What follows belongs to an exercise in optimizing a design on an open flow for small area; a production flow would make more cautious choices. In this exercise RTL edits were held to simulation tests only and were not proved equivalent to the original. Power is estimated from default activity; no workload was simulated.

--- design/flow/design.v ---
package scope_pkg;
    typedef enum logic [2:0] {
        ST_FILL    = 3'd0,
        ST_ARMED   = 3'd1,
        ST_POST    = 3'd2,
        ST_READOUT = 3'd3,
        ST_DONE    = 3'd4
    } cap_state_e;
    localparam logic [63:0] HEADER_WORD = {64{1'b1}};
endpackage
module capture_ram #(
    parameter int DATA_W = 12,
    parameter int DEPTH  = 256,
    parameter int CW     = 3,
    localparam int RL    = 1 << CW,
    localparam int NR    = DEPTH / RL
) (
    input  logic              clk_i,
    input  logic              rst_i,
    input  logic              push_i,      
    input  logic              pop_i,       
    input  logic [DATA_W-1:0] wr_data_i,
    output logic [DATA_W-1:0] rd_data_o    
);
    logic [CW-1:0]        ph_q;
    logic [CW-1:0]        lag_q;
    logic                 pol_q;
    logic [RL-1:1]        pend_q;
    logic                 wait_n_q;    
    logic [DATA_W-1:0]    ws_q [1:RL-1];
    logic [RL*DATA_W-1:0] ring_q [NR];
    logic [DATA_W-1:0]    ring_out [NR];
    logic req, now, shift, hold;
    assign req   = push_i || pop_i;
    assign now   = req && (lag_q == '0);
    assign shift = now || pend_q[RL-1];
    assign hold  = !now && wait_n_q;      
    always_ff @(posedge clk_i) begin
        if (rst_i) begin
            ph_q     <= '0;
            lag_q    <= '0;
            pol_q    <= 1'b0;
            pend_q   <= '0;
            wait_n_q <= 1'b1;
        end else begin
            ph_q <= ph_q + CW'(1);
            if (!req) lag_q <= lag_q + CW'(1);
            if (&ph_q) pol_q <= !pol_q;
            pend_q[1] <= req && (lag_q == CW'(1));
            for (int i = 2; i < RL; i++) pend_q[i] <= (req && lag_q == CW'(i)) || pend_q[i-1];
            wait_n_q <= !((req && lag_q == CW'(RL-1)) || pend_q[RL-2]);
        end
    end
    always_ff @(posedge clk_i) begin
        ws_q[1] <= wr_data_i;
        for (int i = 2; i < RL; i++) begin
            if (req && lag_q == CW'(i)) ws_q[i] <= wr_data_i;
            else                        ws_q[i] <= ws_q[i-1];
        end
    end
    logic [DATA_W-1:0] ring_in;
    assign ring_in = (now ? wr_data_i : ws_q[RL-1]) ^ {DATA_W{pol_q}};
    for (genvar r = 0; r < NR; r++) begin : g_ring
        assign ring_out[r] = ring_q[r][RL*DATA_W-1 -: DATA_W];
        always_ff @(posedge clk_i) begin
            ring_q[r] <= {ring_q[r][(RL-1)*DATA_W-1:0],
                          ~(({DATA_W{shift}} | ring_out[r]) &
                            ({DATA_W{hold}} | ((r == 0) ? ring_in : ring_out[(r + NR - 1) % NR])))};
        end
    end
    logic [CW-1:0] rd_sel;
    logic          rd_inv;
    assign rd_sel    = lag_q - CW'(1);
    assign rd_inv    = pol_q ^ (ph_q > rd_sel);
    assign rd_data_o = ring_q[NR-1][rd_sel*DATA_W +: DATA_W] ^ {DATA_W{rd_inv}};
endmodule
module capture_buffer #(
    parameter int DATA_W   = 12,
    parameter int DEPTH    = 256,
    parameter int PRE_TRIG = 64
) (
    input  logic              i_clk,
    input  logic              i_RESET,
    input  logic              i_response_valid,
    input  logic [DATA_W-1:0] i_sample_data,
    input  logic              i_trigger,
    output logic [DATA_W-1:0] o_data,
    output logic              o_valid,
    output logic              o_last,
    input  logic              i_ready,
    output logic              o_TRANSFER_DONE,
    output logic              o_armed
);
    localparam int AW = $clog2(DEPTH);
    localparam int CW = 3;
    localparam logic [AW-1:0] PRE_LAST = AW'(PRE_TRIG - 1);
    localparam logic [AW-1:0] ALL_LAST = AW'(DEPTH - 1);
    scope_pkg::cap_state_e state_q, state_d;
    logic [AW-1:0]     cnt_q, cnt_d;
    logic              o_valid_q, o_valid_d;
    logic              push, pop;
    capture_ram #(.DATA_W(DATA_W), .DEPTH(DEPTH), .CW(CW)) u_ram (
        .clk_i     (i_clk),
        .rst_i     (i_RESET),
        .push_i    (push),
        .pop_i     (pop),
        .wr_data_i (i_sample_data),
        .rd_data_o (o_data)
    );
    always_ff @(posedge i_clk) begin
        if (i_RESET) begin
            state_q   <= scope_pkg::ST_FILL;
            cnt_q     <= '0;
            o_valid_q <= 1'b0;
        end else begin
            state_q   <= state_d;
            cnt_q     <= cnt_d;
            o_valid_q <= o_valid_d;
        end
    end
    assign pop = o_valid_q && i_ready;
    always_comb begin
        state_d   = state_q;
        cnt_d     = cnt_q;
        o_valid_d = o_valid_q;
        push      = 1'b0;
        case (state_q)
            scope_pkg::ST_FILL: begin
                if (i_response_valid) begin
                    push  = 1'b1;
                    cnt_d = cnt_q + AW'(1);
                    if (cnt_q == PRE_LAST) state_d = scope_pkg::ST_ARMED;
                end
            end
            scope_pkg::ST_ARMED: begin
                push = i_response_valid;
                if (i_trigger) begin
                    if (i_response_valid) cnt_d = cnt_q + AW'(1);
                    state_d = scope_pkg::ST_POST;
                end
            end
            scope_pkg::ST_POST: begin
                if (i_response_valid) begin
                    push  = 1'b1;
                    cnt_d = cnt_q + AW'(1);
                    if (cnt_q == ALL_LAST) state_d = scope_pkg::ST_READOUT;
                end
            end
            scope_pkg::ST_READOUT: begin
                o_valid_d = 1'b1;
                if (pop) begin
                    cnt_d = cnt_q + AW'(1);
                    if (cnt_q == ALL_LAST) begin
                        o_valid_d = 1'b0;
                        state_d   = scope_pkg::ST_DONE;
                    end
                end
            end
            scope_pkg::ST_DONE: begin
                state_d = scope_pkg::ST_FILL;
            end
            default: state_d = scope_pkg::ST_FILL;
        endcase
    end
    assign o_valid = o_valid_q;
    assign o_last  = o_valid_q && (cnt_q == ALL_LAST);
    assign o_TRANSFER_DONE = (state_q == scope_pkg::ST_DONE);
    assign o_armed         = (state_q == scope_pkg::ST_ARMED);
endmodule
--- design/flow/config.mk ---
export PLATFORM = sky130hd
export DESIGN_NAME = capture_buffer
export DESIGN_NICKNAME = capture_buffer
export VERILOG_FILES = /design/flow/design.v
export SDC_FILE = /design/flow/constraint.sdc
export NUM_CORES = 4
export LEC_CHECK = 0
export CAP_MARGIN = 20
export CORE_MARGIN = 2
export CORE_UTILIZATION = 65
export CTS_BUF_LIST = sky130_fd_sc_hd__clkbuf_8
export CTS_CLUSTER_DIAMETER = 60
export CTS_CLUSTER_SIZE = 20
export SLEW_MARGIN = 20
--- design/flow/constraint.sdc ---
create_clock -name core_clock -period 10.0 [get_ports {i_clk}]
set_input_delay 2.0000 -clock core_clock [delete_from_list [all_inputs] [get_ports {i_clk}]]
set_output_delay 2.0000 -clock core_clock [all_outputs]
set_load 0.01 [all_outputs]
--- design/flow/flow/run.sh ---
#!/bin/bash
# Standard layout (the standard.sh, unchanged synthesis) with two changes:
# clock tree synthesis without dummy loads, and the smallest buffer on the ports.
set -euo pipefail
export CTS_ARGS="-sink_clustering_enable -repair_clock_nets -dont_use_dummy_load -buf_list sky130_fd_sc_hd__clkbuf_8 -sink_clustering_size 20 -sink_clustering_max_diameter 60"
export BUFFER_PORTS_ARGS="-buffer_cell sky130_fd_sc_hd__buf_1"
bash standard.sh > standard.log 2>&1
--- design/flow/standard.sh ---
#!/bin/bash
# synth_recipe.tcl (not shown) runs the flow's synth.tcl, then flattens the netlist and writes it again
# the make line also repeats each setting of config.mk as NAME=value (left out here)
make -C /OpenROAD-flow-scripts/flow DESIGN_CONFIG=/design/flow/config.mk WORK_HOME=/design/flow/orfs CLKGATE_MAP_FILE= SYNTH_SCRIPT=/design/flow/synth_recipe.tcl "${@:-finish}"
==> results.py, run 1 <==
metrics = {
    "status": {
        "outcome": "finished clean",
    },
    "drt": {
        "dr.first_iter.drc_count": 1092,
        "antenna_left": 0,
        "num_vias": 26170,
        "drcViolationCount": 0,
        "via_per_inst": 4.786,
        "routedWlPerCell_um": 15.68,
        "dr.pass1.iters": 4,
        "wl_um": 85720,
    },
    "clock_network": {
        "h-tree-depth": 4,
        "clkTransAtPathRegs_ns": 0.11,
        "post_cts_resized": 0,
        "cts_tree": "yes",
        "clkSinkCount": 3183,
        "post_cts_buffers": 0,
        "root_buffer": "clkbuf_8",
        "cts-buffers-inserted": 178,
        "insertion_delay_ns": 0.87,
        "cts_hold_buf": 0,
        "ctsLongestPathBuffers": 3,
    },
    "logic_synthesis": {
        "synth.avg_cell_area_um2": 17.54,
        "synth-warning-count": 5,
        "syn_nets": 3993,
        "seq_area_frac_synth": 0.9170,
        "yosysUniqueCellTypes": 41,
        "synth_xor_area_frac": 0.005041,
        "synth_top_family_by_area": "compound AO/OA/AOI/OAI gates",
        "yosys.area_share.simple": 0.004195,
        "ys_seq_elements": 3183,
        "muxShareOfSynthArea": 0.02359,
        "synthAdderAreaFrac": 0.002341,
        "syn_area_um2": 69490,
        "syn_inst": 3963,
        "synth_compound_area_frac": 0.03835,
    },
    "layout": {
        "fin_nets": 4106,
        "final_area_um2": 73360,
        "area_growth_pct": 5.571,
        "drive_gt1_frac": 0.07536,
    },
    "setup_path": {
        "r2r_cells": 7,
        "path_class": "flip-flop to output port",
        "r2r_setup_slack_ns": 5.81,
        "setup.worst_path.start": "u_ram.lag_q[0]$_SDFFE_PP0N_",
        "cp.required_ns": 8.00,
        "reg2reg_from": "u_ram.lag_q[0]$_SDFFE_PP0N_",
        "r2r-end": "u_ram.ring_q[10][4]$_DFF_P_",
        "start_kind": "flip-flop",
        "cp_max_fo": 28,
        "cp-end-kind": "output port",
        "cp.arrival_ns": 4.90,
    },
    "sta": {
        "finClkSkew_ns": 0.06403,
        "max_freq_mhz": 144.9,
        "fin_crit_ns": 6.902,
        "slew_viol_final": 0,
        "relSlewSlack": 0.05839,
        "finalHoldViolCount": 0,
        "fin_crit_sh": 0.6902,
        "rsz0062_at_grt": "false",
        "fin_tns_setup_ns": 0,
        "setup_violations": 0,
        "worst_slew_pin_slew_ns": 1.412,
    },
    "floorplan": {
        "die_w_um": 331.0,
        "coreArea_um2": 105700,
        "die_h_um": 331.0,
        "ios": 33,
        "row_count": 119,
        "die_area_um2": 109500,
        "start_util": 0.6574,
    },
    "flow_run": {
        "maxCapViolCount": 0,
    },
    "power_and_ir_drop": {
        "p_leak_nw": 29.78,
        "p_per_area_nw_per_um2": 329.1,
        "finalPower_mw": 24.14,
        "peakVddDrop_v": 0.0001987,
    },
    "global_route": {
        "grt_pass1_wl_um": 142200,
        "grt_use_total": 0.1599,
        "grt_overflow": 0,
        "antenna_found_initial": 2,
        "grt_max_degree": 189,
        "grt_pass1_vias": 27930,
    },
    "placed_design": {
        "io_buffers": 32,
        "dp_hpwl_um": 45250,
        "routabilityCongestion": 0.7297,
        "place_area_um2": 70900,
    },
    "worst_hold_path": {
        "hold_depth": 0,
        "hp-class": "flip-flop to flip-flop",
        "whs_endpoint": "u_ram.ring_q[29][34]$_DFF_P_",
        "worstHoldStart": "u_ram.ring_q[29][22]$_DFF_P_",
    },
}
where the power goes:
group | leakage [nW] | internal (mW) | switching [mW] | total [mW]
clock | 1.28 | 1.61 | 3.30 | 4.91
sequential | 26.8 | 17.1 | 1.31 | 18.4
combinational | 1.67 | 0.461 | 0.408 | 0.868
worst max-delay path: stages (launching register included):
cell,delay [ns]
dfxtp_2,0.95
inv_1,0.24
ha_1,0.30
xor2_2,0.82
inv_1,0.13
ha_1,0.36
o21a_1,0.16
o311ai_4,0.67
xnor2_1,0.20
buf_1,0.19
final cells by class:
cell class | count | area (um^2)
multi-input combinational | 653 | 5151
inverter | 17 | 63.81
sequential | 3183 | 63720
tap | 1391 | 1740
fill | 6905 | 32350
antenna | 3 | 7.507
clock buffer | 178 | 2450
timing repair buffer | 43 | 227.7
placed cells by master, fill, tap and decap left out, types with 4 or more instances in the layout:
master / synthesis / final
buf_4: 9 / 9
and3_1: 4 / 4
buf_1: 9 / 32
mux4_2: 24 / 24
dfxtp_1: 3183 / 3182
nor2_1: 12 / 12
a41o_1: 4 / 4
nor3_1: 6 / 6
mux2_2: 86 / 86
nand2_1: 12 / 12
nor2b_1: 8 / 8
clkbuf_8: 0 / 178
o22ai_1: 384 / 384
nand3_1: 5 / 5
a21oi_1: 11 / 11
xor2_1: 13 / 12
xnor2_1: 27 / 27
mux2i_1: 13 / 13
inv_1: 16 / 16
ha_1: 13 / 12
stage by stage:
step / hold WS (ns) / util / setup slack, ns / instances
6_report: 0.3008 / 0.6940 / 3.098 / 5468
5_1_grt: 0.3088 / 0.6940 / 2.569 / 5468
4_1_cts: 0.2899 / 0.6939 / 2.711 / 5465
3_5_place_dp: 0.3121 / 0.6707 / 3.739 / 5287
3_3_place_gp: 0.3097 / 0.6707 / 3.954 / 5287
2_1_floorplan: 0.3096 / - / 4.767 / 3963
worst max-delay path by stage:
stage | to | cells past startpoint
after floorplan | o_data[10] | 12
after global routing | o_data[4] | 9
after global placement | o_data[4] | 8
final | o_data[6] | 9
after detailed placement | o_data[1] | 8
after CTS | o_data[1] | 8
routing by layer:
metal / vias to the layer above / GRT usage / routed length (um)
li1: 13120 / - / -
met1: 12620 / 0.2242 / 43180
met2: 260 / 0.2526 / 37910
met4: 0 / 0.05366 / 2026
met3: 174 / 0.03141 / 2603
met5: - / 0 / 0
kinds of logic after synthesis:
family                   after synthesis
flip-flops                          3183
AND/OR/NAND/NOR                       57
adder cells (fa/ha/maj)               13
AO/OA/AOI/OAI                        420
multiplexers                         123
XOR/XNOR                              40
buffers and inverters                127
synth_stat cells:
cell type / n / area (um^2)
dfxtp_1: 3183 / 63720
o22ai_1: 384 / 2402
mux2_2: 86 / 968.4
buf_2: 61 / 305.3
xnor2_1: 27 / 236.5
mux4_2: 24 / 540.5
clkbuf_1: 21 / 78.83
inv_1: 16 / 60.06
ha_1: 13 / 162.7
mux2i_1: 13 / 130.1
xor2_1: 13 / 113.9
nand2_1: 12 / 45.04
nor2_1: 12 / 45.04
a21oi_1: 11 / 55.05
buf_6: 10 / 112.6
buf_1: 9 / 33.78
buf_4: 9 / 67.56
nor2b_1: 8 / 50.05
nor3_1: 6 / 30.03
nand3_1: 5 / 25.02
a41o_1: 4 / 40.04
and3_1: 4 / 25.02
a21o_1: 3 / 22.52
and2_1: 3 / 18.77
o21a_1: 3 / 22.52
or3_1: 3 / 18.77
a311oi_1: 2 / 17.52
and4_1: 2 / 17.52
o2111ai_1: 2 / 17.52
o21ai_0: 2 / 10.01
o311ai_1: 2 / 17.52
a211oi_1: 1 / 7.510
a21boi_2: 1 / 11.26
a31o_1: 1 / 8.760
a31o_2: 1 / 8.760
a31oi_1: 1 / 6.260
inv_2: 1 / 3.750
nor4b_1: 1 / 8.760
o311a_1: 1 / 10.01
o31ai_1: 1 / 7.510
or4_1: 1 / 7.510
registers in the layout, indices dropped and copies added, names as in the netlist:
register,count
o_valid_q,1
u_ram.ring_q,3072
u_ram.wait_n_q,1
cnt_q,8
u_ram.ws_q,84
state_q,3
u_ram.pol_q,1
u_ram.ph_q,3
u_ram.pend_q,7
u_ram.lag_q,3
==> run 2, diff against run 1 <==
--- a/design/flow/design.v
+++ b/design/flow/design.v
@@ -53,6 +53,8 @@
     end
+    logic [DATA_W-1:0] wr_data_x;
+    assign wr_data_x = wr_data_i ^ {DATA_W{pol_q ^ ((lag_q != '0) && (ph_q >= lag_q))}};
     always_ff @(posedge clk_i) begin
-        ws_q[1] <= wr_data_i;
+        ws_q[1] <= wr_data_x;
         for (int i = 2; i < RL; i++) begin
-            if (req && lag_q == CW'(i)) ws_q[i] <= wr_data_i;
+            if (req && lag_q == CW'(i)) ws_q[i] <= wr_data_x;
             else                        ws_q[i] <= ws_q[i-1];
@@ -61,3 +63,3 @@
     logic [DATA_W-1:0] ring_in;
-    assign ring_in = (now ? wr_data_i : ws_q[RL-1]) ^ {DATA_W{pol_q}};
+    assign ring_in = now ? wr_data_x : ws_q[RL-1];
     for (genvar r = 0; r < NR; r++) begin : g_ring
==> run 2 against run 1 <==
Against the previous run:
- sequential cell count did not move
- worst hold slack got worse by 0.014 ns
- die area fell by 0.21%
- clock skew barely moved
- cell count rose by 1.2%
==> results.py, run 2 <==
metrics = {
    "status": {
        "outcome": "finished clean",
    },
    "drt": {
        "drcViolationCount": 0,
        "num_vias": 26430,
        "dr.first_iter.drc_count": 1207,
        "dr.pass1.iters": 4,
        "routedWlPerCell_um": 15.84,
        "antenna_left": 0,
        "via_per_inst": 4.775,
        "wl_um": 87690,
    },
    "clock_network": {
        "ctsLongestPathBuffers": 3,
        "clkSinkCount": 3183,
        "h-tree-depth": 4,
        "post_cts_buffers": 0,
        "root_buffer": "clkbuf_8",
        "post_cts_resized": 0,
        "insertion_delay_ns": 0.86,
        "cts_hold_buf": 0,
        "cts-buffers-inserted": 178,
        "clkTransAtPathRegs_ns": 0.10,
        "cts_tree": "yes",
    },
    "floorplan": {
        "die_w_um": 330.6,
        "start_util": 0.6569,
        "die_area_um2": 109300,
        "row_count": 119,
        "die_h_um": 330.6,
        "coreArea_um2": 105600,
        "ios": 33,
    },
    "layout": {
        "top_register": "u_ram.ring_q",
        "largest_reg_flops": 3072,
        "area_growth_pct": 5.536,
        "layout_commonest_cell": "dfxtp_1",
        "final_cell_mix": "3,182 x dfxtp_1, 384 x o22ai_1, 178 x clkbuf_8",
        "post-route-util": 0.6932,
        "drive_gt1_frac": 0.06202,
        "reg_top3": "u_ram.ring_q (3072), u_ram.ws_q (84), cnt_q (8)",
        "fin_nets": 4179,
    },
    "logic_synthesis": {
        "synth_ff_type": "dfxtp_1",
        "yosysUniqueCellTypes": 42,
        "synth_common_cells": "3,183 x dfxtp_1, 384 x o22ai_1, 73 x nand2_1",
        "async_flop_share": 0,
        "synth_edf_count": 0,
        "syn_area_um2": 69340,
        "ys_seq_elements": 3183,
        "yosysMostFrequentCell": "dfxtp_1",
        "netlist.area_leader.share": 0.9189,
        "synth_top_area_cell": "dfxtp_1",
        "seq_area_frac_synth": 0.9189,
        "syn_nets": 4068,
        "syn_inst": 4035,
        "synth_area_leaders": "dfxtp_1 92%, o22ai_1 3.5%, mux4_2 0.78%, o21ai_0 0.44%, nand2_1 0.40%",
        "synth.avg_cell_area_um2": 17.19,
        "synth-warning-count": 5,
    },
    "power_and_ir_drop": {
        "p_leak_nw": 29.84,
        "peakVddDrop_v": 0.0001998,
        "p_per_area_nw_per_um2": 334.0,
        "finalPower_mw": 24.45,
    },
    "placed_design": {
        "routabilityCongestion": 0.7442,
        "io_buffers": 32,
        "dp_hpwl_um": 46540,
    },
    "sta": {
        "max_freq_mhz": 154.1,
        "holdWs_ns": 0.2869,
        "finClkSkew_ns": 0.06353,
        "fin_crit_sh": 0.6489,
        "rsz0062_at_grt": "false",
        "worst_slew_pin_slew_ns": 1.110,
        "relSlewSlack": 0.2599,
        "slew_viol_final": 0,
        "fin_tns_setup_ns": 0,
        "finalHoldViolCount": 0,
        "setup_violations": 0,
        "fin_crit_ns": 6.489,
    },
    "setup_path": {
        "crit_chain": "inv_1, ha_2, ha_1, nor2b_1, o21a_1, o21ai_0, xnor2_1, buf_4, xnor2_1, buf_1",
        "cp_slowest_cell": "dfxtp_2",
        "critical_path_buf_inv_count": 3,
        "cp.arrival_ns": 4.49,
        "start_kind": "flip-flop",
        "path_class": "flip-flop to output port",
        "cp_max_fo": 29,
        "critical-path-top-delay-family": "adder cells",
        "cp-end-kind": "output port",
        "cpMostUsedCell": "xnor2_1",
        "cp.required_ns": 8.00,
        "crit_path_max_incr_delay_ns": 0.96,
    },
    "global_route": {
        "grt_overflow": 0,
        "grt_pass1_wl_um": 144600,
        "grt_use_total": 0.1636,
        "antenna_found_initial": 1,
        "grt_max_degree": 141,
        "grt_pass1_vias": 27920,
    },
    "flow_run": {
        "maxCapViolCount": 0,
    },
    "worst_hold_path": {
        "hp-class": "flip-flop to flip-flop",
    },
}
-- run 2: cell types whose count changed after synthesis, moves of 6 or more --
cell,before,now
xnor2_1,27,16
inv_2,1,13
a21oi_1,11,22
mux2_2,86,12
o21ai_0,2,61
clkbuf_1,21,43
xor2_2,0,10
nand2_1,12,73
buf_2,61,45
nor2_1,12,28
buf_1,9,3
-- run 2: cells by family after synthesis --
group,share of synthesized area
AO/OA/AOI/OAI,0.04258
buffers and inverters,0.01001
flip-flops,0.9189
adder cells (fa/ha/maj),0.002887
XOR/XNOR,0.005503
AND/OR/NAND/NOR,0.008156
multiplexers,0.01191
-- run 2: final cells by class --
class,count,area (um^2)
tap,1391,1740
clock buffer,178,2450
antenna,1,2.502
sequential,3183,63720
fill,6850,32380
timing repair buffer,43,227.7
multi-input combinational,714,4940
inverter,26,97.59
-- run 2: power by group --
group,internal (mW),switching [mW],total (mW)
combinational,0.490,0.496,0.986
clock,1.61,3.31,4.92
sequential,17.2,1.37,18.5
-- run 2: path summary, 6_finish.rpt --
kind                               start                          end  slack [ns]  depth (start not counted)
min          u_ram.ring_q[0][80]$_DFF_P_  u_ram.ring_q[0][92]$_DFF_P_        0.29                          0
min reg2reg  u_ram.ring_q[0][80]$_DFF_P_  u_ram.ring_q[0][92]$_DFF_P_        0.29                          0
max          u_ram.lag_q[0]$_SDFFE_PP0N_                    o_data[1]        3.51                         10
max reg2reg  u_ram.lag_q[0]$_SDFFE_PP0N_   u_ram.ring_q[4][3]$_DFF_P_        5.88                          7
-- run 2: metal layers --
layer,vias to the layer above,routed length [um],share of wire,track usage
met3,160,2634,0.030,0.03234
met1,12700,44400,0.51,0.2343
li1,13320,-,-,-
met4,0,2057,0.023,0.05489
met5,-,0,0,0
met2,252,38610,0.44,0.2522
-- run 2: through the flow --
stage	setup WS (ns)	area (um^2)	instances
2_1_floorplan	4.226	69340	4035
3_3_place_gp	4.145	70720	5357
3_5_place_dp	3.863	70720	5357
4_1_cts	2.927	73170	5535
5_1_grt	3.030	73180	5536
6_report	3.511	73180	5536
-- run 2: worst register-to-register path: stages (launching register included) --
cell     delay [ns]
dfxtp_2        0.96
inv_1          0.26
ha_2           0.29
and3_2         0.39
nor2b_4        0.17
buf_4          0.67
buf_4          0.89
o22ai_1        0.36

-- re-timing with driven ports --
In the flow no input, the clock included, has a driving cell. The finished layouts below were timed again as built, in two steps. Step 1 sets driving cells, clkbuf_16 on the clock port and buf_2 on the other inputs (assumed; they add their load-dependent delay and slew). Step 2 times the ports against the registers' clock, not the clock port: input delays grow and output delays shrink by t, the midpoint of the rising clock arrivals with the driver on. a / b / c = ideal ports / drivers / drivers and shift; a / b = the first two.
run | t (ns) | slack for setup (ns) | latest minus earliest clock arrival (ns) | slew at the worst register clock pin (ns) | worst slew at a driven data input, ns
run 1 | 0.899 | 3.098 / 3.035 / 3.934 | 0.065 / 0.065 | 0.12 / 0.12 | 0.03
run 2 | 0.888 | 3.511 / 3.449 / 4.337 | 0.075 / 0.076 | 0.11 / 0.11 | 0.05
After both steps setup and hold are still met in every run listed.
